Source: an optimization exercise on an open RTL-to-GDS flow (aim: small area). Production flows keep margins and buffers that such runs may drop. RTL that was checked went through simulation tests only; none was proved equivalent to the original. For runs 1 to 4, only the layout was checked, not whether the RTL still works.

$ cat flow/run.sh
#!/bin/bash
# synth_recipe.tcl (not shown) runs the flow's synth.tcl, then flattens the netlist and writes it again
# the make line also repeats each setting of config.mk as NAME=value (left out here)
make -C /OpenROAD-flow-scripts/flow DESIGN_CONFIG=/design/flow/config.mk WORK_HOME=/design/flow/orfs CLKGATE_MAP_FILE= SYNTH_SCRIPT=/design/flow/synth_recipe.tcl finish
$ cat flow/config.mk
export PLATFORM = sky130hd
export DESIGN_NAME = ambient_light_brightness_tracker
export DESIGN_NICKNAME = ambient_light_brightness_tracker
export VERILOG_FILES = /design/flow/design.v
export SDC_FILE = /design/flow/constraint.sdc
export NUM_CORES = 4
export LEC_CHECK = 0
export ABC_AREA = 1
export CAP_MARGIN = 20
export CORE_MARGIN = 2
export CORE_UTILIZATION = 40
export PLACE_DENSITY = 0.6
export SLEW_MARGIN = 20
$ cat flow/constraint.sdc
create_clock -name core_clock -period 7.0 [get_ports {aclk}]
set_input_delay 1.4000 -clock core_clock [delete_from_list [all_inputs] [get_ports {aclk}]]
set_output_delay 1.4000 -clock core_clock [all_outputs]
set_load 0.01 [all_outputs]
$ cat flow/design.v
package alb_pkg;
    localparam int SAMPLE_W   = 10;     
    localparam int LEVEL_W    = 5;      
    localparam int CFG_W      = 4;      
    localparam int CFG_IDX_W  = 2;
    localparam int WINDOW_LEN = 10;
    localparam int SUM_W      = 14;     
endpackage
module alb_window (
    input  logic                          aclk,
    input  logic                          aresetn,
    input  logic                          upd,       
    input  logic [alb_pkg::SAMPLE_W-1:0]  in_sample,
    output logic [alb_pkg::SUM_W-1:0]     sum
);
    localparam int N = alb_pkg::WINDOW_LEN;
    localparam int W = alb_pkg::SUM_W;
    logic [alb_pkg::SAMPLE_W-1:0] ent [N];    
    logic [3:0]                   cnt;        
    logic                         first;
    logic [W-1:0]                 op_a, op_b, op_c, csa_s, csa_c, sum_next;
    assign first = (cnt == 4'd0);
    assign op_a = sum | ({14{first}} & {in_sample, 3'b000});
    assign op_b = first ? 14'({in_sample, 1'b0}) : 14'(in_sample);
    assign op_c = first ? 14'd0 : ~{4'b0000, ent[N-1]};
    always_comb begin
        logic c;
        csa_s    = op_a ^ op_b ^ op_c;
        csa_c    = {(op_a[W-2:0] & op_b[W-2:0]) | (op_a[W-2:0] & op_c[W-2:0]) | (op_b[W-2:0] & op_c[W-2:0]), !first};
        c        = 1'b0;
        for (int i = 0; i < W; i++) begin
            sum_next[i] = csa_s[i] ^ csa_c[i] ^ c;
            c           = (csa_s[i] & csa_c[i]) | (csa_s[i] & c) | (csa_c[i] & c);
        end
    end
    always_ff @(posedge aclk) begin
        if (upd) begin
            ent[0] <= in_sample;
            for (int i = 1; i < N - 1; i++) begin
                ent[i] <= ent[i-1];
            end
        end
        if (upd && (first || cnt == 4'(N))) begin
            ent[N-1] <= first ? in_sample : ent[N-2];
        end
    end
    always_ff @(posedge aclk) begin
        if (!aresetn) begin
            cnt <= '0;
            sum <= '0;
        end else if (upd) begin
            if (cnt != 4'(N)) begin
                cnt <= cnt + 4'd1;
            end
            sum <= sum_next;
        end
    end
endmodule
module alb_scale (
    input  logic [alb_pkg::SUM_W-1:0]  sum,
    input  logic [alb_pkg::CFG_W-1:0]  min_level,
    input  logic [alb_pkg::CFG_W-1:0]  max_level,
    output logic [alb_pkg::CFG_W-1:0]  target
);
    function automatic [3:0] div5_step(input [3:0] v);
        case (v)
            4'd5:    div5_step = {1'b1, 3'd0};
            4'd6:    div5_step = {1'b1, 3'd1};
            4'd7:    div5_step = {1'b1, 3'd2};
            4'd8:    div5_step = {1'b1, 3'd3};
            4'd9:    div5_step = {1'b1, 3'd4};
            default: div5_step = {1'b0, v[2:0]};
        endcase
    endfunction
    function automatic [13:0] add14(input [13:0] a, input [13:0] b, input cin);
        logic c;
        c = cin;
        for (int i = 0; i < 14; i++) begin
            add14[i] = a[i] ^ b[i] ^ c;
            c        = (a[i] & b[i]) | (a[i] & c) | (b[i] & c);
        end
    endfunction
    logic [9:0]  avg, a;
    logic [4:0]  span;
    logic        crossed;
    logic [13:0] p;
    logic        c;
    logic [3:0]  quot;
    always_comb begin
        logic [2:0] r;
        logic [3:0] o;
        r = sum[13:11];
        for (int i = 9; i >= 0; i--) begin
            o      = div5_step({r, sum[i+1]});
            avg[i] = o[3];
            r      = o[2:0];
        end
    end
    always_comb begin
        logic z;
        z = 1'b1;
        for (int i = 0; i < 10; i++) begin
            a[i] = avg[i] ^ z;
            z    = z & !avg[i];
        end
    end
    always_comb begin
        logic [4:0] d;
        logic       b;
        b = 1'b0;
        for (int i = 0; i < 4; i++) begin
            d[i] = max_level[i] ^ min_level[i] ^ b;
            b    = (!max_level[i] & min_level[i]) | (!(max_level[i] ^ min_level[i]) & b);
        end
        crossed = b;
        b = 1'b1;
        for (int i = 0; i < 4; i++) begin
            span[i] = d[i] ^ b;
            b       = b & d[i];
        end
        span[4] = b;
    end
    always_comb begin
        logic [13:0] acc;
        acc = span[0] ? 14'(a) : 14'd0;
        acc = add14(acc, span[1] ? 14'(a) << 1 : 14'd0, 1'b0);
        acc = add14(acc, span[2] ? 14'(a) << 2 : 14'd0, 1'b0);
        acc = add14(acc, span[3] ? 14'(a) << 3 : 14'd0, 1'b0);
        p   = span[4] ? 14'(a) << 4 : acc;
    end
    always_comb begin
        logic cc;
        cc = 1'b1;
        for (int i = 0; i < 4; i++) begin
            cc = (p[i] & p[10+i]) | (p[i] & cc) | (p[10+i] & cc);
        end
        c = cc & (&p[9:4]);
    end
    always_comb begin
        logic cc;
        cc = c;
        for (int i = 0; i < 4; i++) begin
            quot[i] = p[10+i] ^ cc;
            cc      = cc & p[10+i];
        end
        if (avg == 10'd0) begin
            quot = 4'd0;
        end
    end
    always_comb begin
        logic b;
        b = 1'b0;
        for (int i = 0; i < 4; i++) begin
            if (crossed) begin
                target[i] = min_level[i] ^ !b;
                b         = b | min_level[i];
            end else begin
                target[i] = max_level[i] ^ quot[i] ^ b;
                b         = (!max_level[i] & quot[i]) | (!(max_level[i] ^ quot[i]) & b);
            end
        end
    end
endmodule
module alb_level (
    input  logic [alb_pkg::CFG_W-1:0]  level,
    input  logic [alb_pkg::CFG_W-1:0]  target,
    output logic [alb_pkg::CFG_W-1:0]  level_next,
    output logic                       moved
);
    always_comb begin
        level_next = level;
        moved      = 1'b1;
        if (target > level) begin
            level_next = level + 4'd1;
        end else if (target < level) begin
            level_next = level - 4'd1;
        end else begin
            moved      = 1'b0;
        end
    end
endmodule
module ambient_light_brightness_tracker (
    input  logic                  aclk,
    input  logic                  aresetn,
    input  logic                  cfg_wr_en,
    input  logic [alb_pkg::CFG_IDX_W-1:0]  cfg_index,
    input  logic [alb_pkg::CFG_W-1:0]      cfg_wdata,
    input  logic                  s_valid,
    output logic                  s_ready,
    input  logic [alb_pkg::SAMPLE_W-1:0]   s_light_sample,
    output logic                  m_valid,
    input  logic                  m_ready,
    output logic signed [alb_pkg::LEVEL_W-1:0] m_level,
    output logic                  m_level_written,
    output logic signed [alb_pkg::LEVEL_W-1:0] m_target_level
);
    logic                        auto_enable;
    logic [alb_pkg::CFG_W-1:0]   manual_level, min_level, max_level;
    logic                        v1, v2, r1, r2, upd;
    logic [alb_pkg::SUM_W-1:0]   sum;
    logic [alb_pkg::CFG_W-1:0]   target, tgt_reg, level_reg, level_next;
    logic                        moved;
    always_ff @(posedge aclk) begin
        if (!aresetn) begin
            auto_enable  <= 1'b1;
            manual_level <= 4'd8;
            min_level    <= 4'd0;
            max_level    <= 4'd15;
        end else if (cfg_wr_en) begin
            case (cfg_index)
                2'd0: auto_enable  <= cfg_wdata[0];
                2'd1: manual_level <= cfg_wdata;
                2'd2: min_level    <= cfg_wdata;
                2'd3: max_level    <= cfg_wdata;
                default: ;
            endcase
        end
    end
    assign r2      = !v2 || m_ready;
    assign r1      = !v1 || r2;
    assign s_ready = r1;
    assign upd     = s_valid && r1 && auto_enable;
    alb_window u_window (
        .aclk      (aclk),
        .aresetn   (aresetn),
        .upd       (upd),
        .in_sample (s_light_sample),
        .sum       (sum)
    );
    alb_scale u_scale (
        .sum       (sum),
        .min_level (min_level),
        .max_level (max_level),
        .target    (target)
    );
    alb_level u_level (
        .level      (level_reg),
        .target     (tgt_reg),
        .level_next (level_next),
        .moved      (moved)
    );
    always_ff @(posedge aclk) begin
        if (!aresetn) begin
            v1        <= 1'b0;
            v2        <= 1'b0;
            level_reg <= '0;
        end else begin
            if (r1) begin
                v1 <= s_valid;
            end
            if (r2) begin
                v2 <= v1;
            end
            if (v2 && m_ready && auto_enable) begin
                level_reg <= level_next;
            end
        end
    end
    always_ff @(posedge aclk) begin
        if (v1 && r2) begin
            tgt_reg <= target;
        end
    end
    assign m_valid         = v2;
    assign m_level         = auto_enable ? {1'b0, level_next} : {1'b0, manual_level};
    assign m_level_written = auto_enable ? moved : 1'b1;
    assign m_target_level  = auto_enable ? {1'b0, tgt_reg} : 5'd0;
endmodule
==> results.sh, run 1 <==
export IMPL_run_status="complete, but fails checks"
export IMPL_checkFailReasons="setup timing"
export IMPL_timing_fmax_mhz=81.84
export IMPL_critPathArrivalTime_ns=12.51
export IMPL_post_synth_and_or_nand_nor_area_fraction_pct=21.45
export IMPL_yosys_cell_types_count=42
export IMPL_cpMaxStageDelayCell="fa_2"
export IMPL_grt_setup_unrepaired="true"
export IMPL_antenna_violations_before_repair=0
export IMPL_clkSlewWorstSetupHoldPaths_ns=0.08
export IMPL_min_period_over_period_pct=174.6
export IMPL_synth_xor_area_share_pct=0.9396
export IMPL_cts_buffers_inserted=17
export IMPL_fp_dieArea_um2=22150
export IMPL_clock_sink_count=141
export IMPL_die_height_um=148.8
export IMPL_io_pin_count=34
export IMPL_die_width_um=148.8
export IMPL_final_instance_count_without_filler_cells=1352
export IMPL_synth_compound_gate_area_share_pct=6.831
export IMPL_worstSetupStartpointType="register"
export IMPL_htreeDepth=4
export IMPL_pin_count_of_the_biggest_net_entering_global_routing=50
export IMPL_rows=52
export IMPL_cts_buffer_depth=2
export IMPL_hold_removal_path_class="reg2reg"
export IMPL_yosysWarningCount=5
export IMPL_cts_tree="yes"
export IMPL_drive_gt1_share_pct=38.45
export IMPL_antenna_cells=0
export IMPL_wl_per_cell_um=13.62
export IMPL_drtPass1Iterations=6
export IMPL_num_nets_final=1178
export IMPL_syn_mean_instance_area_um2=9.766
export IMPL_post_route_worst_setup_slack_ns=-5.220
export IMPL_synthesis_instances=859
export IMPL_regMostFlops="u_window.ent"
export IMPL_synth_mux_area_share_pct=0.1193
export IMPL_largest_reg_flops=100
export IMPL_crit_fanout=5
export IMPL_ant_nets=0
export IMPL_tightestPinTransition_ns=0.8452
export IMPL_grt_overflow=0
export IMPL_post_synth_fa_ha_maj_area_fraction_pct=17.96
export IMPL_max_slew_margin_rel_pct=43.65
export IMPL_initial_core_util_pct=41.06
export IMPL_finalMaxSlewViolations=0
export IMPL_detailedPlacementHpwl_um=12160
export IMPL_slowest_delay_ns=0.46
export IMPL_crit_required_ns=7.29
export IMPL_total_placed_cells_including_tap_cells=1246
export IMPL_track_usage_pct=17.63
export IMPL_finalCriticalPeriod_ns=12.22
export IMPL_grt_pass1_vias=6630
export IMPL_combinational_family_with_the_most_area_after_synthesis="simple AND/OR/NAND/NOR gates"
export IMPL_report_final_hold_viol_count=0
export IMPL_detailroute_via_count=6397
export IMPL_globalplace_congestion=0.8327
export IMPL_remaining_drc_errors=0
export IMPL_number_of_max_cap_violations=0
export IMPL_grt_first_pass_wirelength_um=30910
export IMPL_clk_insertion_delay_late_ns=0.44
export IMPL_ys_ff_latch=141
export IMPL_clock_skew_final_ns=0.01667
export IMPL_placement_io_buffers=31
export IMPL_crit_path_end_kind="register"
export IMPL_timing_critical_path_mode_cell="buf_4"
export IMPL_vias_per_cell=4.732
export IMPL_synth_seq_area_share_pct=46.06
export IMPL_drt_iter0_markers=309
export IMPL_wirelength_routed_um=18420
export IMPL_post_synth_instance_area_um2=8389
export IMPL_critPathKind="reg2reg"
export IMPL_finalSetupViolCount=4
export IMPL_layout_area_overhead_vs_synth_pct=37.60
export IMPL_core_area_um2=20430
export IMPL_cts_root_buf="clkbuf_16"
[worst max-delay path, delay by kind of cell (launching register included)]
kind | cells | cell delay [ns]
compound gates | 4 | 0.36
mux | 1 | 0.14
buf+inv | 55 | 6.43
simple gates | 37 | 3.58
fa+ha+maj | 4 | 1.20
flops | 1 | 0.37
[path summary, 6_finish.rpt]
| path | startpoint | cells past startpoint | slack [ns] | end |
|---|---|---|---|---|
| min reg2reg | u_window.ent[5][1]$_DFFE_PP_ | 0 | 0.42 | u_window.ent[6][1]$_DFFE_PP_ |
| max reg2reg | u_window.sum[11]$_SDFFE_PN0P_ | 101 | -5.22 | tgt_reg[2]$_DFFE_PP_ |
| max | u_window.sum[11]$_SDFFE_PN0P_ | 101 | -5.22 | tgt_reg[2]$_DFFE_PP_ |
| min | u_window.ent[5][1]$_DFFE_PP_ | 0 | 0.42 | u_window.ent[6][1]$_DFFE_PP_ |
[cells by family (layout without fill, tap and decap cells)]
kind of cell,Yosys count,count (layout)
multiplexers,1,1
XOR/XNOR,9,9
flip-flops,141,141
adder cells (fa/ha/maj),88,88
other,1,2
buffers and inverters,142,364
AND/OR/NAND/NOR,377,377
AO/OA/AOI/OAI,100,100
[synthesized netlist by cell type, drive strengths merged]
cell type | n | area share [%]
a21o | 1 | 0.090
a21oi | 44 | 3.0
a221oi | 2 | 0.21
a22oi | 1 | 0.090
a31oi | 1 | 0.075
buf | 4 | 0.40
clkbuf | 11 | 0.49
clkinv | 5 | 0.22
conb | 1 | 0.045
dfxtp | 37 | 8.8
edfxtp | 104 | 37
fa | 54 | 13
ha | 34 | 5.1
inv | 122 | 5.5
mux2i | 1 | 0.12
nand2 | 197 | 11
nand3 | 54 | 3.9
nand4 | 16 | 1.3
nor2 | 99 | 4.9
nor3 | 5 | 0.30
nor4 | 1 | 0.075
o211ai | 2 | 0.18
o21a | 1 | 0.090
o21ai | 46 | 2.9
o21bai | 1 | 0.090
o41ai | 1 | 0.10
or2 | 5 | 0.37
xnor2 | 3 | 0.31
xor2 | 6 | 0.63
[cells in the final DEF (no fill, tap or decap), drive strengths merged, types with 3 or more instances in the layout]
master           n
a21oi           44
buf            174
clkbuf          17
clkdlybuf4s50   30
clkinv          13
dfxtp           37
edfxtp         104
fa              54
ha              34
inv            129
nand2          197
nand3           54
nand4           16
nor2            99
nor3             5
o21ai           46
or2              5
xnor2            3
xor2             6
[layout make-up]
class                           instances  area [um^2]
Clock inverter                         15        203.9
Inverter                              127        503.0
Clock buffer                           17        425.4
Fill cell                            1781         8886
Sequential cell                       141         3876
Multi-Input combinational cell        577         4567
Timing Repair Buffer                  205         1630
Tap cell                              270        337.8
[through the flow]
stage	setup TNS (ns)	instance area, um^2	hold slack [ns]	util (%)	setup WS [ns]
3_3_place_gp	-21.79	9911	0.4005	48.51	-5.376
2_1_floorplan	-18.13	8586	0.4003	-	-4.880
4_1_cts	-18.35	11190	0.4147	54.78	-4.940
6_report	-19.36	11540	0.4192	56.50	-5.220
5_1_grt	-21.90	11540	0.4249	56.50	-5.861
3_5_place_dp	-22.29	9911	0.4045	48.51	-5.465
[layer usage]
metal | global-route usage [%] | routed length, um | up-vias
li1 | - | - | 3228
met1 | 22.35 | 8330 | 3050
met2 | 30.19 | 9208 | 86
met3 | 3.303 | 445 | 33
met4 | 6.524 | 431 | 0
met5 | 0 | 0 | -
[timing repair]
action                                  in CTS  in global routing
buffers inserted                            62                 14
endpoints found under the hold margin        0                  0
pin swaps                                   63                 69
resized for setup                           52                 68
hold buffers                                 0                  0
endpoints found under the setup margin       6                  6
==> run 2: changes to the inputs <==
--- a/flow/config.mk
+++ b/flow/config.mk
@@ -5,7 +5,6 @@
 export SDC_FILE = /design/flow/constraint.sdc
 export NUM_CORES = 4
 export LEC_CHECK = 0
-export ABC_AREA = 1
 export CAP_MARGIN = 20
 export CORE_MARGIN = 2
 export CORE_UTILIZATION = 40
==> run 2 against run 1 <==
The layout still fails its checks (setup timing). Maximum frequency rose by 2.9%. Die area is 8.2% higher. Worst hold slack lost 0.0015 ns. Critical path depth decreased by 53. Clock skew is 0.0063 ns lower. Via count grew 7.7%. Critical path type unchanged. Highest routed layer unchanged.
==> results.sh, run 2 <==
export IMPL_detailroute_via_count=6887
export IMPL_wl_per_cell_um=15.46
export IMPL_placement_io_buffers=31
export IMPL_finalSetupViolCount=4
export IMPL_critPathArrivalTime_ns=12.12
export IMPL_number_of_max_cap_violations=0
export IMPL_r2r_worst_path_cells=48
export IMPL_max_slew_margin_rel_pct=33.31
export IMPL_post_route_worst_setup_slack_ns=-4.873
export IMPL_remaining_drc_errors=0
export IMPL_drt_iter0_markers=537
export IMPL_postSynth_topFlopCell="edfxtp_1"
export IMPL_worst_r2r_startpoint="u_window.sum[12]$_SDFFE_PN0P_"
export IMPL_fp_dieArea_um2=23970
export IMPL_timing_hold_ws_ns=0.4177
export IMPL_antenna_cells=0
export IMPL_fill_cells=1964
export IMPL_die_height_um=154.8
export IMPL_vias_per_cell=5.217
export IMPL_pin_count_of_the_biggest_net_entering_global_routing=66
export IMPL_regMostFlops="u_window.ent"
export IMPL_die_width_um=154.8
export IMPL_yosys_cell_types_count=89
export IMPL_clk_insertion_delay_late_ns=0.42
export IMPL_critical_path_n_buffers_inverters=3
export IMPL_rows=55
export IMPL_cts_buffers_inserted=17
export IMPL_grt_setup_unrepaired="true"
export IMPL_worst_hold_path_ep="u_window.ent[7][0]$_DFFE_PP_"
export IMPL_crit_path_end_kind="register"
export IMPL_synth_seq_area_share_pct=42.46
export IMPL_antenna_violations_before_repair=0
export IMPL_crit_required_ns=7.24
export IMPL_cts_tree="yes"
export IMPL_critical_path_cell_count=48
export IMPL_htreeDepth=4
export IMPL_grt_pass1_vias=6648
export IMPL_grt_first_pass_wirelength_um=33670
export IMPL_reg2reg_to="tgt_reg[3]$_DFFE_PP_"
export IMPL_synthTopCellsByCount="nand2_1 (113), edfxtp_1 (104), fa_1 (54), inv_1 (48), nor2b_1 (44)"
export IMPL_detailedPlacementHpwl_um=14680
export IMPL_yosys_area_top_type_share_pct=34.32
export IMPL_postPlaceCellArea_um2=10830
export IMPL_timing_fmax_mhz=84.23
export IMPL_crit_fanout=10
export IMPL_drtPass1Iterations=4
export IMPL_post_synth_instance_area_um2=9099
export IMPL_synthDominantAreaCellType="edfxtp_1"
export IMPL_ant_nets=0
export IMPL_clkSlewWorstSetupHoldPaths_ns=0.07
export IMPL_hold_removal_path_class="reg2reg"
export IMPL_cpMaxStageDelayCell="or4b_4"
export IMPL_critPathKind="reg2reg"
export IMPL_min_period_over_period_pct=169.6
export IMPL_synth_enable_flop_cells=104
export IMPL_largest_reg_flops=100
export IMPL_yosysWarningCount=5
export IMPL_run_status="complete, but fails checks"
export IMPL_io_pin_count=34
export IMPL_slowest_delay_ns=0.49
export IMPL_worstSetupStartpointType="register"
export IMPL_initial_core_util_pct=40.43
export IMPL_cpLargestDelayFamily="adder cells"
export IMPL_cts_root_buf="clkbuf_16"
export IMPL_wirelength_routed_um=20410
export IMPL_finalMaxSlewViolations=0
export IMPL_synthesis_instances=851
export IMPL_clock_sink_count=141
export IMPL_ys_ff_latch=141
export IMPL_drive_gt1_share_pct=30.82
export IMPL_final_instance_count_without_filler_cells=1320
export IMPL_synthArstFlopShare_pct=0
export IMPL_core_area_um2=22500
export IMPL_globalplace_congestion=0.8821
export IMPL_cts_buffer_depth=2
export IMPL_final_common_cell="buf_4"
export IMPL_timing_critical_path_mode_cell="fa_2"
export IMPL_tightestPinTransition_ns=1.000
export IMPL_post_synth_top_count_cell="nand2_1"
export IMPL_track_usage_pct=17.45
export IMPL_num_nets_final=1131
export IMPL_layout_area_overhead_vs_synth_pct=30.32
export IMPL_timing_reg2reg_setup_slack_ns=-4.87
export IMPL_fin_area_um2=11860
export IMPL_total_placed_cells_including_tap_cells=1274
export IMPL_clock_skew_final_ns=0.01032
export IMPL_holdPathStages=0
export IMPL_checkFailReasons="setup timing"
export IMPL_finalCriticalPeriod_ns=11.87
export IMPL_mostFrequentLayoutCells="buf_4 (162), nand2_1 (113), edfxtp_1 (104)"
export IMPL_hold_path_startpoint="u_window.ent[6][0]$_DFFE_PP_"
export IMPL_placement_setup_worst_slack_ns=-5.472
export IMPL_report_final_hold_viol_count=0
export IMPL_grt_overflow=0
export IMPL_syn_mean_instance_area_um2=10.69
export IMPL_synthTopCellsByArea="edfxtp_1 (34%), fa_1 (12%), dfxtp_1 (8.1%)"
run 2: cell count changes after synthesis, sizes merged, moves of 13 or more:
cell / before / now
a21oi: 44 / 31
nor2: 99 / 38
a21boi: 0 / 18
nand2: 197 / 114
and2: 0 / 23
nand3: 54 / 23
nor2b: 0 / 45
buf: 4 / 27
nand2b: 0 / 17
inv: 122 / 50
o21ai: 46 / 22
mux2i: 1 / 20
run 2: worst max-delay path by stage:
stage                             startpoint              endpoint  slack (ns)
3_3_place_gp   u_window.sum[10]$_SDFFE_PN0P_  tgt_reg[3]$_DFFE_PP_       -5.43
5_1_grt        u_window.sum[12]$_SDFFE_PN0P_  tgt_reg[3]$_DFFE_PP_       -5.35
3_5_place_dp    u_window.sum[9]$_SDFFE_PN0P_  tgt_reg[3]$_DFFE_PP_       -5.47
4_1_cts        u_window.sum[12]$_SDFFE_PN0P_  tgt_reg[3]$_DFFE_PP_       -4.85
2_1_floorplan  u_window.sum[11]$_SDFFE_PN0P_  tgt_reg[3]$_DFFE_PP_       -4.66
6_report       u_window.sum[12]$_SDFFE_PN0P_  tgt_reg[3]$_DFFE_PP_       -4.87
run 2: metrics by stage:
stage          setup TNS [ns]  utilization (%)
3_3_place_gp           -21.72            48.15
5_1_grt                -19.54            52.69
4_1_cts                -17.71            51.99
3_5_place_dp           -21.85            48.15
6_report               -17.70            52.69
2_1_floorplan          -17.01                -
run 2: kinds of logic after synthesis:
logic type | Yosys count | share of synthesized area, %
mux | 26 | 2.984
fa+ha+maj | 89 | 16.68
flops | 141 | 42.46
simple gates | 336 | 19.54
buf+inv | 101 | 5.363
xor+xnor | 13 | 1.251
other cells | 1 | 0.04121
compound gates | 144 | 11.68
run 2: layout make-up:
| class | count | area (um^2) | area share (%) |
|---|---|---|---|
| multi-input cells | 610 | 5164 | 43.55 |
| flip-flops and latches | 141 | 3882 | 32.74 |
| repair buffers | 200 | 1638 | 13.81 |
| clock buffers | 17 | 425.4 | 3.588 |
| well taps | 285 | 356.6 | 3.007 |
| inverters | 52 | 197.7 | 1.667 |
| clock inverters | 15 | 193.9 | 1.636 |
run 2: worst register-to-register path: cells and delay by family, from the launching register on:
family,cells,cell delay (ns)
xor+xnor,1,0.18
fa+ha+maj,19,6.37
compound gates,15,2.65
flops,1,0.36
buf+inv,3,0.33
simple gates,8,1.53
mux,2,0.27
run 2: metal layers:
layer  vias to the layer above  wire length [um]  global-route usage [%]  part of all wire (%)
met4                         0               115                   3.395                  0.56
met5                         -                 0                       0                     0
met3                        16               620                   2.494                   3.0
met2                       132              9759                   28.68                    48
met1                      3371              9909                   24.85                    49
li1                       3368                 -                       -                     -
run 2: repair_timing:
item,in CTS,in global routing
setup buffers,8,5
hold buffers,0,0
pin swaps,42,10
setup endpoints to repair,6,5
endpoints found under the hold margin,0,0
cloned,1,0
gates resized for setup,46,32
==> run 3: changes to the inputs <==
--- a/flow/design.v
+++ b/flow/design.v
@@ -57,10 +57,16 @@
     end
 endmodule
 module alb_scale (
+    input  logic                       aclk,
+    input  logic                       aresetn,
+    input  logic                       in_valid,
+    output logic                       in_ready,
     input  logic [alb_pkg::SUM_W-1:0]  sum,
+    output logic                       out_valid,
+    input  logic                       out_ready,
     input  logic [alb_pkg::CFG_W-1:0]  min_level,
     input  logic [alb_pkg::CFG_W-1:0]  max_level,
-    output logic [alb_pkg::CFG_W-1:0]  target
+    output logic [alb_pkg::CFG_W-1:0]  quot
 );
     function automatic [3:0] div5_step(input [3:0] v);
         case (v)
@@ -80,12 +86,16 @@
             c        = (a[i] & b[i]) | (a[i] & c) | (b[i] & c);
         end
     endfunction
-    logic [9:0]  avg, a;
-    logic [4:0]  span;
-    logic        crossed;
+    logic        va_reg, vq_reg, ra, rq;
+    logic [9:0]  avg, a, a_reg;
+    logic        zero_reg;
+    logic [3:0]  d;
     logic [13:0] p;
     logic        c;
-    logic [3:0]  quot;
+    logic [3:0]  quot_next, quot_reg;
+    assign rq       = !vq_reg || out_ready;
+    assign ra       = !va_reg || rq;
+    assign in_ready = ra;
     always_comb begin
         logic [2:0] r;
         logic [3:0] o;
@@ -105,28 +115,20 @@
         end
     end
     always_comb begin
-        logic [4:0] d;
-        logic       b;
+        logic b;
         b = 1'b0;
         for (int i = 0; i < 4; i++) begin
             d[i] = max_level[i] ^ min_level[i] ^ b;
             b    = (!max_level[i] & min_level[i]) | (!(max_level[i] ^ min_level[i]) & b);
         end
-        crossed = b;
-        b = 1'b1;
-        for (int i = 0; i < 4; i++) begin
-            span[i] = d[i] ^ b;
-            b       = b & d[i];
-        end
-        span[4] = b;
     end
     always_comb begin
         logic [13:0] acc;
-        acc = span[0] ? 14'(a) : 14'd0;
-        acc = add14(acc, span[1] ? 14'(a) << 1 : 14'd0, 1'b0);
-        acc = add14(acc, span[2] ? 14'(a) << 2 : 14'd0, 1'b0);
-        acc = add14(acc, span[3] ? 14'(a) << 3 : 14'd0, 1'b0);
-        p   = span[4] ? 14'(a) << 4 : acc;
+        acc = d[0] ? 14'(a_reg) << 1 : 14'(a_reg);
+        acc = add14(acc, d[1] ? 14'(a_reg) << 1 : 14'd0, 1'b0);
+        acc = add14(acc, d[2] ? 14'(a_reg) << 2 : 14'd0, 1'b0);
+        acc = add14(acc, d[3] ? 14'(a_reg) << 3 : 14'd0, 1'b0);
+        p   = acc;
     end
     always_comb begin
         logic cc;
@@ -134,39 +136,57 @@
         for (int i = 0; i < 4; i++) begin
             cc = (p[i] & p[10+i]) | (p[i] & cc) | (p[10+i] & cc);
         end
-        c = cc & (&p[9:4]);
-    end
-    always_comb begin
-        logic cc;
+        c  = cc & (&p[9:4]);
         cc = c;
         for (int i = 0; i < 4; i++) begin
-            quot[i] = p[10+i] ^ cc;
-            cc      = cc & p[10+i];
-        end
-        if (avg == 10'd0) begin
-            quot = 4'd0;
-        end
-    end
-    always_comb begin
-        logic b;
-        b = 1'b0;
-        for (int i = 0; i < 4; i++) begin
-            if (crossed) begin
-                target[i] = min_level[i] ^ !b;
-                b         = b | min_level[i];
-            end else begin
-                target[i] = max_level[i] ^ quot[i] ^ b;
-                b         = (!max_level[i] & quot[i]) | (!(max_level[i] ^ quot[i]) & b);
-            end
-        end
-    end
+            quot_next[i] = p[10+i] ^ cc;
+            cc           = cc & p[10+i];
+        end
+        if (zero_reg) begin
+            quot_next = 4'd0;
+        end
+    end
+    always_ff @(posedge aclk) begin
+        if (!aresetn) begin
+            va_reg <= 1'b0;
+            vq_reg <= 1'b0;
+        end else begin
+            if (ra) begin
+                va_reg <= in_valid;
+            end
+            if (rq) begin
+                vq_reg <= va_reg;
+            end
+        end
+    end
+    always_ff @(posedge aclk) begin
+        if (in_valid && ra) begin
+            a_reg    <= a;
+            zero_reg <= (avg == 10'd0);
+        end
+        if (va_reg && rq) begin
+            quot_reg <= quot_next;
+        end
+    end
+    assign out_valid = vq_reg;
+    assign quot      = quot_reg;
 endmodule
 module alb_level (
+    input  logic [alb_pkg::CFG_W-1:0]  min_level,
+    input  logic [alb_pkg::CFG_W-1:0]  max_level,
+    input  logic [alb_pkg::CFG_W-1:0]  quot,
     input  logic [alb_pkg::CFG_W-1:0]  level,
-    input  logic [alb_pkg::CFG_W-1:0]  target,
+    output logic [alb_pkg::CFG_W-1:0]  target,
     output logic [alb_pkg::CFG_W-1:0]  level_next,
     output logic                       moved
 );
+    always_comb begin
+        if (min_level > max_level) begin
+            target = min_level - 4'd1;
+        end else begin
+            target = max_level - quot;
+        end
+    end
     always_comb begin
         level_next = level;
         moved      = 1'b1;
@@ -196,9 +216,9 @@
 );
     logic                        auto_enable;
     logic [alb_pkg::CFG_W-1:0]   manual_level, min_level, max_level;
-    logic                        v1, v2, r1, r2, upd;
+    logic                        v1, r1, r2, upd;
     logic [alb_pkg::SUM_W-1:0]   sum;
-    logic [alb_pkg::CFG_W-1:0]   target, tgt_reg, level_reg, level_next;
+    logic [alb_pkg::CFG_W-1:0]   quot, target, level_reg, level_next;
     logic                        moved;
     always_ff @(posedge aclk) begin
         if (!aresetn) begin
@@ -216,7 +236,6 @@
             endcase
         end
     end
-    assign r2      = !v2 || m_ready;
     assign r1      = !v1 || r2;
     assign s_ready = r1;
     assign upd     = s_valid && r1 && auto_enable;
@@ -228,41 +247,40 @@
         .sum       (sum)
     );
     alb_scale u_scale (
+        .aclk      (aclk),
+        .aresetn   (aresetn),
+        .in_valid  (v1),
+        .in_ready  (r2),
         .sum       (sum),
+        .out_valid (m_valid),
+        .out_ready (m_ready),
         .min_level (min_level),
         .max_level (max_level),
-        .target    (target)
+        .quot      (quot)
     );
     alb_level u_level (
+        .min_level  (min_level),
+        .max_level  (max_level),
+        .quot       (quot),
         .level      (level_reg),
-        .target     (tgt_reg),
+        .target     (target),
         .level_next (level_next),
         .moved      (moved)
     );
     always_ff @(posedge aclk) begin
         if (!aresetn) begin
             v1        <= 1'b0;
-            v2        <= 1'b0;
             level_reg <= '0;
         end else begin
             if (r1) begin
                 v1 <= s_valid;
             end
-            if (r2) begin
-                v2 <= v1;
-            end
-            if (v2 && m_ready && auto_enable) begin
+            if (m_valid && m_ready && auto_enable) begin
                 level_reg <= level_next;
             end
         end
     end
-    always_ff @(posedge aclk) begin
-        if (v1 && r2) begin
-            tgt_reg <= target;
-        end
-    end
-    assign m_valid         = v2;
     assign m_level         = auto_enable ? {1'b0, level_next} : {1'b0, manual_level};
     assign m_level_written = auto_enable ? moved : 1'b1;
-    assign m_target_level  = auto_enable ? {1'b0, tgt_reg} : 5'd0;
-endmodule
+    assign m_target_level  = auto_enable ? {1'b0, target} : 5'd0;
+endmodule
==> run 3 against run 2 <==
Synthesized cell count increased by 3.9%. Count of clock-buffer cells in the layout unchanged. Register-to-register slack better by 4.0 ns. Die area up 5.2%. Setup slack better by 4.0 ns. Critical path depth fell by 16. Routed wire length decreased by 5.7%. Maximum frequency rose by 51%. The layout still fails its checks (setup timing). Core utilization fell by 5.1 points. Worst hold slack worse by 0.0045 ns. Highest routed layer unchanged. Non-clock buffer count shrank 126.
==> results.sh, run 3 <==
export IMPL_run_status="complete, but fails checks"
export IMPL_checkFailReasons="setup timing"
export IMPL_wirelength_routed_um=19250
export IMPL_drive_gt1_share_pct=17.44
export IMPL_wl_per_cell_um=15.21
export IMPL_initial_core_util_pct=40.85
export IMPL_grt_overflow=0
export IMPL_grt_first_pass_wirelength_um=33060
export IMPL_timing_fmax_mhz=126.9
export IMPL_postSynth_topFlopCell="edfxtp_1"
export IMPL_fp_dieArea_um2=25220
export IMPL_final_instance_count_without_filler_cells=1265
export IMPL_clock_skew_final_ns=0.01081
export IMPL_timing_hold_ws_ns=0.4132
export IMPL_finalSetupViolCount=4
export IMPL_critPathKind="reg2reg"
export IMPL_yosys_area_top_type_share_pct=36.02
export IMPL_htreeDepth=4
export IMPL_tightestPinTransition_ns=1.027
export IMPL_crit_path_end_kind="register"
export IMPL_slowest_delay_ns=0.52
export IMPL_finalMaxSlewViolations=0
export IMPL_detailroute_via_count=6611
export IMPL_crit_fanout=3
export IMPL_r2r_worst_path_cells=32
export IMPL_synthArstFlopShare_pct=0
export IMPL_antenna_cells=0
export IMPL_yosys_cell_types_count=90
export IMPL_cpLargestDelayFamily="adder cells"
export IMPL_synthDominantAreaCellType="edfxtp_1"
export IMPL_hold_path_startpoint="u_window.ent[0][2]$_DFFE_PP_"
export IMPL_core_area_um2=23470
export IMPL_min_period_over_period_pct=112.6
export IMPL_post_synth_top_count_cell="edfxtp_1"
export IMPL_sum_of_negative_setup_slack_ns=-3.163
export IMPL_mostFrequentLayoutCells="edfxtp_1 (115), nand2_1 (111), inv_1 (58)"
export IMPL_synthesis_instances=884
export IMPL_synth_seq_area_share_pct=43.95
export IMPL_cts_buffers_inserted=17
export IMPL_clk_insertion_delay_late_ns=0.43
export IMPL_holdPathStages=0
export IMPL_finalCriticalPeriod_ns=7.883
export IMPL_grt_pass1_vias=6539
export IMPL_detailedPlacementHpwl_um=13420
export IMPL_post_cts_hold_buffers=0
export IMPL_remaining_drc_errors=0
export IMPL_cts_buffer_depth=2
export IMPL_startpoint="max_level[0]$_SDFFE_PN1P_"
export IMPL_cts_tree="yes"
export IMPL_synthTopCellsByCount="edfxtp_1 (115), nand2_1 (111), inv_1 (66), fa_1 (53), nor2_1 (42)"
export IMPL_globalplace_congestion=0.8317
export IMPL_worstSetupStartpointType="register"
export IMPL_syn_mean_instance_area_um2=10.85
export IMPL_number_of_max_cap_violations=0
export IMPL_rows=56
export IMPL_post_route_worst_setup_slack_ns=-0.8825
export IMPL_synth_enable_flop_cells=115
export IMPL_met3_wire_length_um=618
export IMPL_route_layer_met1_wl_um=9224
export IMPL_placement_io_buffers=31
export IMPL_clock_sink_count=153
export IMPL_pin_count_of_the_biggest_net_entering_global_routing=71
export IMPL_layout_core_utilization_pct=47.62
export IMPL_critPathArrivalTime_ns=8.07
export IMPL_antenna_violations_before_repair=0
export IMPL_drt_iter0_markers=485
export IMPL_vias_per_cell=5.226
export IMPL_max_slew_margin_rel_pct=31.52
export IMPL_top_layer_used="met4"
export IMPL_die_height_um=158.8
export IMPL_hold_removal_path_class="reg2reg"
export IMPL_report_final_hold_viol_count=0
export IMPL_largest_reg_flops=100
export IMPL_synthTopCellsByArea="edfxtp_1 (36%), fa_1 (11%), dfxtp_1 (7.9%)"
export IMPL_yosysWarningCount=5
export IMPL_crit_required_ns=7.19
export IMPL_layout_area_overhead_vs_synth_pct=16.57
export IMPL_critical_path_cell_count=32
export IMPL_timing_critical_path_mode_cell="fa_2"
export IMPL_track_usage_pct=16.03
export IMPL_cpMaxStageDelayCell="fa_1"
export IMPL_ant_nets=0
export IMPL_drtPass1Iterations=5
export IMPL_cts_root_buf="clkbuf_16"
export IMPL_num_nets_final=1042
export IMPL_total_placed_cells_including_tap_cells=1230
export IMPL_clkSlewWorstSetupHoldPaths_ns=0.07
export IMPL_io_pin_count=34
export IMPL_ys_ff_latch=153
export IMPL_critical_path_n_buffers_inverters=7
export IMPL_grt_setup_unrepaired="true"
export IMPL_worst_r2r_startpoint="max_level[0]$_SDFFE_PN1P_"
export IMPL_wl_met2_um=9193
export IMPL_post_synth_instance_area_um2=9588
export IMPL_final_common_cell="edfxtp_1"
export IMPL_die_width_um=158.8
-- run 3: worst reg2reg max path, delay by kind of cell (launching register included) --
| family | cells | cell delay (ns) |
|---|---|---|
| XOR/XNOR | 1 | 0.13 |
| adder cells (fa/ha/maj) | 21 | 6.49 |
| buffers and inverters | 7 | 0.35 |
| flip-flops | 1 | 0.34 |
| AND/OR/NAND/NOR | 3 | 0.36 |
-- run 3: final timing paths --
check	to	slack [ns]
max	u_scale.quot_reg[3]$_SDFFCE_PP0P_	-0.88
min	u_window.ent[1][2]$_DFFE_PP_	0.41
max reg2reg	u_scale.quot_reg[3]$_SDFFCE_PP0P_	-0.88
min reg2reg	u_window.ent[1][2]$_DFFE_PP_	0.41
-- run 3: final cells by class --
type	count	area, um^2
fill	2120	12300
clock buffer	17	425.4
timing repair buffer	74	630.6
tap	319	399.1
clock inverter	15	201.4
sequential	153	4219
multi-input combinational	620	5047
inverter	67	254.0
-- run 3: logic make-up (layout without fill, tap and decap cells) --
| family | Yosys count | in the layout | synth area share, % |
|---|---|---|---|
| buf+inv | 112 | 173 | 5.154 |
| other cells | 1 | 2 | 0.03911 |
| simple gates | 310 | 310 | 16.93 |
| fa+ha+maj | 90 | 90 | 15.84 |
| xor+xnor | 18 | 18 | 1.644 |
| flops | 153 | 153 | 43.95 |
| mux | 30 | 30 | 3.341 |
| compound gates | 170 | 170 | 13.10 |
-- run 3: repair_timing --
action | CTS | global route
buffers inserted | 2 | 1
hold endpoints to repair | 0 | 0
endpoints found under the setup margin | 6 | 5
resized for setup | 9 | 3
pin swaps | 12 | 3
-- run 3: metrics by stage --
step / setup WS [ns] / cell area, um^2
after floorplan: -1.099 / 9737
after global placement: -1.093 / 10500
after detailed placement: -1.134 / 10500
after CTS: -0.9446 / 11160
after global routing: -1.172 / 11180
final: -0.8825 / 11180
-- run 3: layer usage --
metal  track usage, %  vias to the layer above
li1                 -                     3251
met1            22.09                     3230
met2            26.24                      114
met3            2.482                       16
met4            4.587                        0
met5                0                        -
==> run 4: changes to the inputs <==
--- a/flow/config.mk
+++ b/flow/config.mk
@@ -5,6 +5,7 @@
 export SDC_FILE = /design/flow/constraint.sdc
 export NUM_CORES = 4
 export LEC_CHECK = 0
+export ABC_AREA = 1
 export CAP_MARGIN = 20
 export CORE_MARGIN = 2
 export CORE_UTILIZATION = 40
==> run 4 against run 3 <==
Still fails the layout checks on setup timing. Worst hold slack better by 0.0020 ns. Setup slack better by 0.15 ns. Via count down 9.5%. Non-clock buffer count decreased by 7. Global-route usage shrank 1.7 points. First-iteration DRC count decreased by 28%. Core utilization grew 0.39 points. Synthesized cell count is 2.1% higher. Clock skew is 0.0052 ns lower. Critical path depth shrank 1. Die area fell by 8.6%.
==> results.sh, run 4 <==
export IMPL_run_status="complete, but fails checks"
export IMPL_checkFailReasons="setup timing"
export IMPL_hold_removal_path_class="reg2reg"
export IMPL_crit_required_ns=7.17
export IMPL_remaining_drc_errors=0
export IMPL_postPlaceCellArea_um2=9657
export IMPL_startpoint="max_level[0]$_SDFFE_PN1P_"
export IMPL_clkSlewWorstSetupHoldPaths_ns=0.06
export IMPL_synthTopCellsByArea="edfxtp_1 (39%), fa_1 (12%), dfxtp_1 (8.7%)"
export IMPL_number_of_max_cap_violations=0
export IMPL_grt_overflow=0
export IMPL_placement_io_buffers=31
export IMPL_rows=54
export IMPL_grt_first_pass_wirelength_um=27030
export IMPL_synthDominantAreaCellType="edfxtp_1"
export IMPL_cpLargestDelayFamily="adder cells"
export IMPL_yosysWarningCount=5
export IMPL_tightestPinTransition_ns=1.012
export IMPL_core_area_um2=21620
export IMPL_report_final_hold_viol_count=0
export IMPL_postSynth_topFlopCell="edfxtp_1"
export IMPL_post_route_worst_setup_slack_ns=-0.7362
export IMPL_cts_tree="yes"
export IMPL_fill_cells=2000
export IMPL_yosys_area_top_type_share_pct=39.48
export IMPL_track_usage_pct=14.38
export IMPL_ys_ff_latch=153
export IMPL_final_common_cell="nand2_1"
export IMPL_antenna_cells=0
export IMPL_finalCriticalPeriod_ns=7.736
export IMPL_crit_path_end_kind="register"
export IMPL_pin_count_of_the_biggest_net_entering_global_routing=59
export IMPL_worst_r2r_startpoint="max_level[0]$_SDFFE_PN1P_"
export IMPL_wl_per_cell_um=12.40
export IMPL_drtPass1Iterations=4
export IMPL_htreeDepth=4
export IMPL_cts_root_buf="clkbuf_16"
export IMPL_synthTopCellsByCount="nand2_1 (167), inv_1 (141), edfxtp_1 (115), nor2_1 (84), fa_1 (53)"
export IMPL_multi_input_comb_area_um2=4043
export IMPL_layout_area_overhead_vs_synth_pct=18.68
export IMPL_min_period_over_period_pct=110.5
export IMPL_globalplace_congestion=0.8133
export IMPL_finalMaxSlewViolations=0
export IMPL_detailroute_via_count=5984
export IMPL_hold_path_startpoint="u_window.ent[0][9]$_DFFE_PP_"
export IMPL_post_cts_hold_buffers=0
export IMPL_synth_enable_flop_cells=115
export IMPL_cts_buffer_depth=2
export IMPL_wirelength_routed_um=15690
export IMPL_largest_reg_flops=100
export IMPL_timing_fmax_mhz=129.3
export IMPL_timing_hold_ws_ns=0.4152
export IMPL_cts_buffers_inserted=17
export IMPL_cpMaxStageDelayCell="fa_2"
export IMPL_clock_skew_final_ns=0.005650
export IMPL_crit_fanout=3
export IMPL_num_nets_final=1083
export IMPL_synth_seq_area_share_pct=48.18
export IMPL_mostFrequentLayoutCells="nand2_1 (167), inv_1 (130), edfxtp_1 (115)"
export IMPL_die_width_um=151.9
export IMPL_max_slew_margin_rel_pct=32.52
export IMPL_post_synth_instance_area_um2=8746
export IMPL_detailedPlacementHpwl_um=11760
export IMPL_drt_iter0_markers=349
export IMPL_final_seq_area_um2=4217
export IMPL_post_synth_top_count_cell="nand2_1"
export IMPL_finalSetupViolCount=4
export IMPL_ant_nets=0
export IMPL_critPathArrivalTime_ns=7.91
export IMPL_fin_area_um2=10380
export IMPL_synthArstFlopShare_pct=0
export IMPL_yosys_cell_types_count=39
export IMPL_syn_mean_instance_area_um2=9.685
export IMPL_antenna_violations_before_repair=0
export IMPL_initial_core_util_pct=40.45
export IMPL_grt_setup_unrepaired="true"
export IMPL_synthesis_instances=903
export IMPL_die_height_um=151.9
export IMPL_clk_insertion_delay_late_ns=0.42
export IMPL_critical_path_n_buffers_inverters=5
export IMPL_timing_critical_path_mode_cell="fa_2"
export IMPL_fp_dieArea_um2=23060
export IMPL_clock_sink_count=153
export IMPL_critPathKind="reg2reg"
export IMPL_grt_pass1_vias=5826
export IMPL_drive_gt1_share_pct=19.59
export IMPL_vias_per_cell=4.730
export IMPL_io_pin_count=34
export IMPL_worstSetupStartpointType="register"
export IMPL_slowest_delay_ns=0.56
[run 4: area by class of cell]
class	instances	area share [%]
Inverter	153	5.557
Clock buffer	18	4.135
Timing Repair Buffer	67	5.738
Tap cell	280	3.375
Multi-Input combinational cell	582	38.95
Clock inverter	12	1.627
Sequential cell	153	40.62
[run 4: logic make-up (layout without fill, tap and decap cells)]
kind of cell,count (synthesis),count (layout),synth area share (%)
buf+inv,169,250,7.396
simple gates,370,370,19.03
flops,153,153,48.18
other cells,1,2,0.04288
xor+xnor,12,12,1.202
fa+ha+maj,88,88,17.14
compound gates,110,110,7.010
[run 4: what timing repair did]
action,in CTS,in global routing
pin swaps,10,6
gates resized for setup,19,14
setup buffers,3,0
setup endpoints to repair,6,5
[run 4: worst paths after layout]
check                                                          to  depth (start not counted)  slack (ns)
worst max-delay path            u_scale.quot_reg[3]$_SDFFCE_PP0P_                         31       -0.74
worst min-delay path                 u_window.ent[1][9]$_DFFE_PP_                          0        0.42
worst max register to register  u_scale.quot_reg[3]$_SDFFCE_PP0P_                         31       -0.74
worst min register to register       u_window.ent[1][9]$_DFFE_PP_                          0        0.42
[run 4: stage by stage]
step / setup WS (ns) / TNS (ns) / std cells / util (%)
after detailed placement: -1.013 / -5.304 / 1232 / 44.66
after floorplan: -0.8389 / -2.885 / 904 / -
after global routing: -0.9929 / -3.433 / 1265 / 48.01
final: -0.7362 / -2.417 / 1265 / 48.01
after global placement: -0.8729 / -4.608 / 1232 / 44.66
after CTS: -0.8498 / -2.909 / 1265 / 47.81
[run 4: metal layers]
layer / GRT usage (%) / part of all wire (%)
met4: 4.139 / 1.1
met5: 0 / 0
met3: 3.537 / 3.6
met1: 18.73 / 47
met2: 23.96 / 48
==> run 5: changes to the inputs <==
--- a/flow/design.v
+++ b/flow/design.v
@@ -86,15 +86,18 @@
             c        = (a[i] & b[i]) | (a[i] & c) | (b[i] & c);
         end
     endfunction
-    logic        va_reg, vq_reg, ra, rq;
+    logic        va_reg, vp_reg, vq_reg, ra, rp, rq;
     logic [9:0]  avg, a, a_reg;
     logic        zero_reg;
     logic [3:0]  d;
     logic [13:0] p;
+    logic [3:0]  p_hi_reg, p_lo_reg;
+    logic        p_ones_reg, zero_p_reg;
     logic        c;
     logic [3:0]  quot_next, quot_reg;
     assign rq       = !vq_reg || out_ready;
-    assign ra       = !va_reg || rq;
+    assign rp       = !vp_reg || rq;
+    assign ra       = !va_reg || rp;
     assign in_ready = ra;
     always_comb begin
         logic [2:0] r;
@@ -134,28 +137,32 @@
         logic cc;
         cc = 1'b1;
         for (int i = 0; i < 4; i++) begin
-            cc = (p[i] & p[10+i]) | (p[i] & cc) | (p[10+i] & cc);
-        end
-        c  = cc & (&p[9:4]);
+            cc = (p_lo_reg[i] & p_hi_reg[i]) | (p_lo_reg[i] & cc) | (p_hi_reg[i] & cc);
+        end
+        c  = cc & p_ones_reg;
         cc = c;
         for (int i = 0; i < 4; i++) begin
-            quot_next[i] = p[10+i] ^ cc;
-            cc           = cc & p[10+i];
-        end
-        if (zero_reg) begin
+            quot_next[i] = p_hi_reg[i] ^ cc;
+            cc           = cc & p_hi_reg[i];
+        end
+        if (zero_p_reg) begin
             quot_next = 4'd0;
         end
     end
     always_ff @(posedge aclk) begin
         if (!aresetn) begin
             va_reg <= 1'b0;
+            vp_reg <= 1'b0;
             vq_reg <= 1'b0;
         end else begin
             if (ra) begin
                 va_reg <= in_valid;
             end
+            if (rp) begin
+                vp_reg <= va_reg;
+            end
             if (rq) begin
-                vq_reg <= va_reg;
+                vq_reg <= vp_reg;
             end
         end
     end
@@ -164,7 +171,13 @@
             a_reg    <= a;
             zero_reg <= (avg == 10'd0);
         end
-        if (va_reg && rq) begin
+        if (va_reg && rp) begin
+            p_hi_reg   <= p[13:10];
+            p_lo_reg   <= p[3:0];
+            p_ones_reg <= &p[9:4];
+            zero_p_reg <= zero_reg;
+        end
+        if (vp_reg && rq) begin
             quot_reg <= quot_next;
         end
     end
--- a/flow/config.mk
+++ b/flow/config.mk
@@ -5,7 +5,6 @@
 export SDC_FILE = /design/flow/constraint.sdc
 export NUM_CORES = 4
 export LEC_CHECK = 0
-export ABC_AREA = 1
 export CAP_MARGIN = 20
 export CORE_MARGIN = 2
 export CORE_UTILIZATION = 40
==> run 5 against run 4 <==
Now clean on timing, DRC and antenna. Die area increased by 8.8%. Synthesized cell count down 4.4%. Flip-flop and latch count increased by 11. Critical path depth decreased by 9. Setup slack improved by 1.0 ns.
==> results.sh, run 5 <==
export IMPL_synth_enable_flop_cells=125
export IMPL_placement_setup_worst_slack_ns=-0.8336
export IMPL_crit_path_end_kind="register"
export IMPL_cpMaxStageDelayCell="fa_1"
export IMPL_max_slew_margin_rel_pct=28.10
export IMPL_fp_dieArea_um2=25080
export IMPL_cts_root_buf="clkbuf_16"
export IMPL_crit_fanout=2
export IMPL_drt_iter0_markers=365
export IMPL_slowest_delay_ns=0.51
export IMPL_run_status="no timing/DRC/antenna violations"
export IMPL_syn_mean_instance_area_um2=11.05
export IMPL_antenna_cells=0
export IMPL_drive_gt1_share_pct=11.75
export IMPL_postSynth_topFlopCell="edfxtp_1"
export IMPL_synthDominantAreaCellType="edfxtp_1"
export IMPL_clkSlewWorstSetupHoldPaths_ns=0.07
export IMPL_globalplace_congestion=0.8787
export IMPL_cts_buffers_inserted=17
export IMPL_number_of_max_cap_violations=0
export IMPL_initial_core_util_pct=40.73
export IMPL_detailedPlacementHpwl_um=12510
export IMPL_critPathKind="reg2reg"
export IMPL_layout_area_overhead_vs_synth_pct=14.32
export IMPL_final_common_cell="edfxtp_1"
export IMPL_vias_per_cell=5.052
export IMPL_final_instance_count_without_filler_cells=1230
export IMPL_num_nets_final=1007
export IMPL_tightestPinTransition_ns=1.078
export IMPL_synth_seq_area_share_pct=47.57
export IMPL_core_area_um2=23400
export IMPL_hold_removal_path_class="reg2reg"
export IMPL_pin_count_of_the_biggest_net_entering_global_routing=71
export IMPL_post_synth_instance_area_um2=9533
export IMPL_critPathArrivalTime_ns=6.91
export IMPL_placement_io_buffers=31
export IMPL_cts_buffer_depth=2
export IMPL_timing_critical_path_mode_cell="fa_2"
export IMPL_timing_fmax_mhz=148.7
export IMPL_die_height_um=158.4
export IMPL_min_period_over_period_pct=96.05
export IMPL_synthArstFlopShare_pct=0
export IMPL_rows=56
export IMPL_synthTopCellsByCount="edfxtp_1 (125), nand2_1 (124), inv_1 (68), fa_1 (53), nor2_1 (44)"
export IMPL_yosysWarningCount=5
export IMPL_post_route_worst_setup_slack_ns=0.2764
export IMPL_clock_skew_final_ns=0.01882
export IMPL_drtPass1Iterations=5
export IMPL_synthesis_instances=863
export IMPL_finalCriticalPeriod_ns=6.724
export IMPL_wirelength_routed_um=17650
export IMPL_die_width_um=158.4
export IMPL_remaining_drc_errors=0
export IMPL_yosys_area_top_type_share_pct=39.38
export IMPL_cts_tree="yes"
export IMPL_total_placed_cells_including_tap_cells=1197
export IMPL_ant_nets=0
export IMPL_ys_ff_latch=164
export IMPL_grt_overflow=0
export IMPL_sum_of_negative_setup_slack_ns=0
export IMPL_grt_pass1_vias=6142
export IMPL_worstSetupStartpointType="register"
export IMPL_fill_cells=2191
export IMPL_io_pin_count=34
export IMPL_wl_per_cell_um=14.35
export IMPL_finalMaxSlewViolations=0
export IMPL_report_final_hold_viol_count=0
export IMPL_finalSetupViolCount=0
export IMPL_synthTopCellsByArea="edfxtp_1 (39%), fa_1 (11%), dfxtp_1 (8.2%)"
export IMPL_grt_setup_unrepaired="false"
export IMPL_antenna_violations_before_repair=0
export IMPL_largest_reg_flops=100
export IMPL_clock_sink_count=164
export IMPL_layout_core_utilization_pct=46.57
export IMPL_track_usage_pct=15.06
export IMPL_grt_first_pass_wirelength_um=29720
export IMPL_mostFrequentLayoutCells="edfxtp_1 (125), nand2_1 (124), inv_1 (66)"
export IMPL_yosys_cell_types_count=76
export IMPL_post_synth_top_count_cell="edfxtp_1"
export IMPL_clk_insertion_delay_late_ns=0.43
export IMPL_htreeDepth=4
export IMPL_crit_path_cell_trace="inv_1 > ha_2 > fa_1 > nor2b_1 > ha_2 > inv_1 > fa_1 > inv_1 > fa_2 > fa_2 > fa_2 > fa_2 > fa_2 > fa_2 > fa_2 > fa_2 > fa_1 > inv_1 > fa_2 > fa_2 > fa_1 > inv_1"
export IMPL_crit_required_ns=7.19
export IMPL_post_cts_hold_buffers=0
export IMPL_detailroute_via_count=6214
[run 5: through the flow]
stage               cell area, um^2  hold slack, ns
floorplan                      9540          0.4003
CTS                           10880          0.4174
finish                        10900          0.4151
global placement              10220          0.4013
detailed placement            10220          0.4045
global route                  10900          0.4189
[run 5: what timing repair did]
item | 4_1_cts | 5_1_grt
buffers inserted | 1 | 0
resized for setup | 21 | 10
pin swaps | 10 | 5
endpoints found under the setup margin | 3 | 3
[run 5: logic make-up (layout without fill, tap and decap cells)]
logic type,after synthesis,after routing,share of synthesized area [%]
and+or+nand+nor,308,308,16.34
DFF,164,164,47.57
AOI/OAI and AO/OA,143,143,10.26
buffers and inverters,110,157,4.987
adders and majority gates,90,90,15.93
muxes,30,30,3.307
xor gates and xnor gates,17,17,1.562
other,1,2,0.03934
[run 5: worst paths after layout]
kind | start | endpoint | slack, ns | depth (start not counted)
max | max_level[0]$_SDFFE_PN1P_ | u_scale.p_hi_reg[2]$_DFFE_PP_ | 0.28 | 22
min | u_window.ent[2][1]$_DFFE_PP_ | u_window.ent[3][1]$_DFFE_PP_ | 0.42 | 0
max reg2reg | max_level[0]$_SDFFE_PN1P_ | u_scale.p_hi_reg[2]$_DFFE_PP_ | 0.28 | 22
min reg2reg | u_window.ent[2][1]$_DFFE_PP_ | u_window.ent[3][1]$_DFFE_PP_ | 0.42 | 0
[run 5: critical path: cells and delay by family, from the launching register on]
kind                     cells  cell delay [ns]
adder cells (fa/ha/maj)     16             5.83
AND/OR/NAND/NOR              1             0.06
buffers and inverters        5             0.27
flip-flops                   1             0.33
[run 5: per-layer routing]
layer | GRT usage, % | up-vias | wire, um
li1 | - | 3077 | -
met1 | 19.74 | 3015 | 8455
met2 | 25.30 | 102 | 8369
met3 | 2.803 | 20 | 535
met4 | 4.891 | 0 | 286
met5 | 0 | - | 0
[run 5: area by class of cell]
class,instances,area [um^2],area share [%]
well taps,319,399.1,3.662
inverters,70,265.3,2.434
flip-flops and latches,164,4537,41.63
repair buffers,55,508.0,4.661
multi-input cells,590,4589,42.11
clock buffers,17,425.4,3.904
clock inverters,15,173.9,1.596
==> run 6: changes to the inputs <==
--- a/flow/config.mk
+++ b/flow/config.mk
@@ -5,8 +5,10 @@
 export SDC_FILE = /design/flow/constraint.sdc
 export NUM_CORES = 4
 export LEC_CHECK = 0
+export ABC_AREA = 1
 export CAP_MARGIN = 20
 export CORE_MARGIN = 2
 export CORE_UTILIZATION = 40
+export CTS_BUF_LIST = sky130_fd_sc_hd__clkbuf_8
 export PLACE_DENSITY = 0.6
 export SLEW_MARGIN = 20
==> run 6 against run 5 <==
Largest cell class is now flip-flops and latches. Routed wire length is 13% lower. Setup slack worse by 0.071 ns. Still clean on timing, DRC and antenna. Final cell count is 3.0% higher. Core utilization is 0.87 points lower. First-iteration DRC count is 3.3% lower. Critical path depth stayed put.
==> results.sh, run 6 <==
export IMPL_run_status="no timing/DRC/antenna violations"
export IMPL_worst_hold_path_ep="u_window.ent[2][5]$_DFFE_PP_"
export IMPL_finalSetupViolCount=0
export IMPL_clkSlewWorstSetupHoldPaths_ns=0.10
export IMPL_core_area_um2=22500
export IMPL_hold_removal_path_class="reg2reg"
export IMPL_clk_insertion_delay_late_ns=0.46
export IMPL_postPlaceCellArea_um2=9806
export IMPL_htreeDepth=4
export IMPL_vias_per_cell=4.740
export IMPL_crit_required_ns=7.23
export IMPL_worstSetupStartpointType="register"
export IMPL_io_pin_count=34
export IMPL_pin_count_of_the_biggest_net_entering_global_routing=93
export IMPL_grtUsageMet2_pct=23.15
export IMPL_timing_critical_path_mode_cell="fa_2"
export IMPL_num_nets_final=1078
export IMPL_timing_fmax_mhz=147.2
export IMPL_max_slew_margin_rel_pct=42.08
export IMPL_cts_buffers_inserted=17
export IMPL_finalMaxSlewViolations=0
export IMPL_synthTopCellsByArea="edfxtp_1 (41%), fa_1 (12%), dfxtp_1 (8.6%)"
export IMPL_fin_area_um2=10280
export IMPL_report_final_hold_viol_count=0
export IMPL_holdPathStages=0
export IMPL_track_usage_pct=13.99
export IMPL_tightestPinTransition_ns=0.8661
export IMPL_syn_mean_instance_area_um2=9.867
export IMPL_postSynth_topFlopCell="edfxtp_1"
export IMPL_synthDominantAreaCellType="edfxtp_1"
export IMPL_post_synth_instance_area_um2=9107
export IMPL_min_period_over_period_pct=97.07
export IMPL_layout_area_overhead_vs_synth_pct=12.90
export IMPL_rows=55
export IMPL_fill_cells=2161
export IMPL_antenna_violations_before_repair=0
export IMPL_globalplace_congestion=0.8165
export IMPL_sum_of_negative_setup_slack_ns=0
export IMPL_synth_seq_area_share_pct=49.79
export IMPL_detailedPlacementHpwl_um=11600
export IMPL_critPathArrivalTime_ns=7.03
export IMPL_drt_iter0_markers=353
export IMPL_grt_overflow=0
export IMPL_grt_pass1_vias=5861
export IMPL_clock_sink_count=164
export IMPL_timing_reg2reg_setup_slack_ns=0.21
export IMPL_final_common_cell="nand2_1"
export IMPL_finalCriticalPeriod_ns=6.795
export IMPL_final_instance_count_without_filler_cells=1267
export IMPL_antenna_cells=0
export IMPL_critPathKind="reg2reg"
export IMPL_remaining_drc_errors=0
export IMPL_die_width_um=154.9
export IMPL_grt_first_pass_wirelength_um=26960
export IMPL_drtPass1Iterations=5
export IMPL_cts_root_buf="clkbuf_8"
export IMPL_placement_io_buffers=31
export IMPL_post_synth_top_count_cell="nand2_1"
export IMPL_busiest_grt_layer="met2"
export IMPL_crit_path_end_kind="register"
export IMPL_wl_per_cell_um=12.17
export IMPL_wirelength_routed_um=15430
export IMPL_mostFrequentLayoutCells="nand2_1 (170), inv_1 (147), edfxtp_1 (125)"
export IMPL_total_placed_cells_including_tap_cells=1234
export IMPL_layout_core_utilization_pct=45.69
run 6: cell count changes in the layout (fill, tap and decap cells not counted), sizes merged, moves of 12 or more:
cell / before / now
nand3: 13 / 52
a21boi: 19 / 1
nand2: 124 / 200
o21ai: 27 / 48
a21oi: 28 / 43
nor2: 44 / 95
nor2b: 30 / 0
nand2b: 17 / 0
mux2i: 18 / 0
inv: 77 / 169
mux2: 12 / 0
and2: 26 / 0
run 6: metal layers:
layer  vias to the layer above  part of all wire, %
li1                       3085                    -
met1                      2826                   48
met2                        82                   48
met3                        13                  2.9
met4                         0                  1.1
met5                         -                    0
run 6: final cells by class:
class	instances	area, um^2	share of cell area [%]
clock buffer	17	234.0	2.275
clock inverter	15	161.4	1.570
inverter	160	600.6	5.841
multi-input combinational	582	3978	38.68
sequential	164	4537	44.12
tap	285	356.6	3.468
timing repair buffer	44	415.4	4.040
run 6: cell families (layout without fill, tap and decap cells):
logic type	after synthesis	in the layout	share of synthesized area (%)
buffers and inverters	178	236	7.460
AOI/OAI and AO/OA	105	105	6.443
other	1	2	0.04117
xor gates and xnor gates	12	12	1.154
DFF	164	164	49.79
and+or+nand+nor	375	375	18.66
adders and majority gates	88	88	16.46
run 6: worst max-delay path: cells and delay by family (launching register included):
kind          cells  cell delay [ns]
buf+inv           6             0.46
simple gates      1             0.07
flops             1             0.33
fa+ha+maj        15             5.73
run 6: worst max-delay path by stage:
stage / from / endpoint / slack, ns / cells after the start
after global routing: max_level[0]$_SDFFE_PN1P_ / u_scale.p_hi_reg[2]$_DFFE_PP_ / -0.002 / 22
after detailed placement: s_light_sample[0] / u_window.sum[13]$_SDFFE_PN0P_ / -0.59 / 23
after global placement: s_light_sample[0] / u_window.sum[13]$_SDFFE_PN0P_ / -0.54 / 23
after CTS: max_level[0]$_SDFFE_PN1P_ / u_scale.p_hi_reg[2]$_DFFE_PP_ / 0.02 / 22
final: max_level[0]$_SDFFE_PN1P_ / u_scale.p_hi_reg[2]$_DFFE_PP_ / 0.21 / 22
after floorplan: s_light_sample[0] / u_window.sum[13]$_SDFFE_PN0P_ / 0.05 / 22
run 6: timing repair:
item	4_1_cts	5_1_grt
buffers inserted	0	1
endpoints found under the setup margin	2	5
endpoints found under the hold margin	0	0
gates resized for setup	5	22
pin swaps	3	10
run 6: per-stage QoR:
step	worst slack, ns	hold WS (ns)
2_1_floorplan	0.05065	0.4003
3_3_place_gp	-0.5392	0.4026
3_5_place_dp	-0.5853	0.4045
4_1_cts	0.02082	0.4254
5_1_grt	-0.001600	0.4343
6_report	0.2052	0.4243

==> what the ideal ports hide <==
In the flow no input, the clock included, has a driving cell. The finished layouts below were timed again as built, in two steps. Step 1 sets driving cells, clkbuf_16 on the clock port and buf_2 on the other inputs (assumed; they add their load-dependent delay and slew). Step 2 times the ports against the registers' clock, not the clock port: input delays grow and output delays shrink by t, the midpoint of the rising clock arrivals with the driver on. Slacks: ideal / step 1 / step 2; pairs: ideal / step 1.
run	shift t [ns]	setup slack, ns	worst setup path at the end	pins driven straight from the clock port
run 1	0.477	-5.220 / -5.220 / -5.220	register to register	1
run 2	0.451	-4.873 / -4.873 / -4.873	register to register	1
run 3	0.471	-0.883 / -0.883 / -0.883	register to register	1
run 4	0.462	-0.736 / -0.736 / -0.736	register to register	1
run 5	0.470	0.276 / 0.276 / -0.132	input to register	1
run 6	0.491	0.205 / 0.205 / -0.227	input to register	1
With both steps, setup timing fails in run 5 and run 6, where it was met with ideal ports. The setup slack of run 6, which loses most, moves by 0.000 ns with the drivers and by -0.432 ns with both steps.
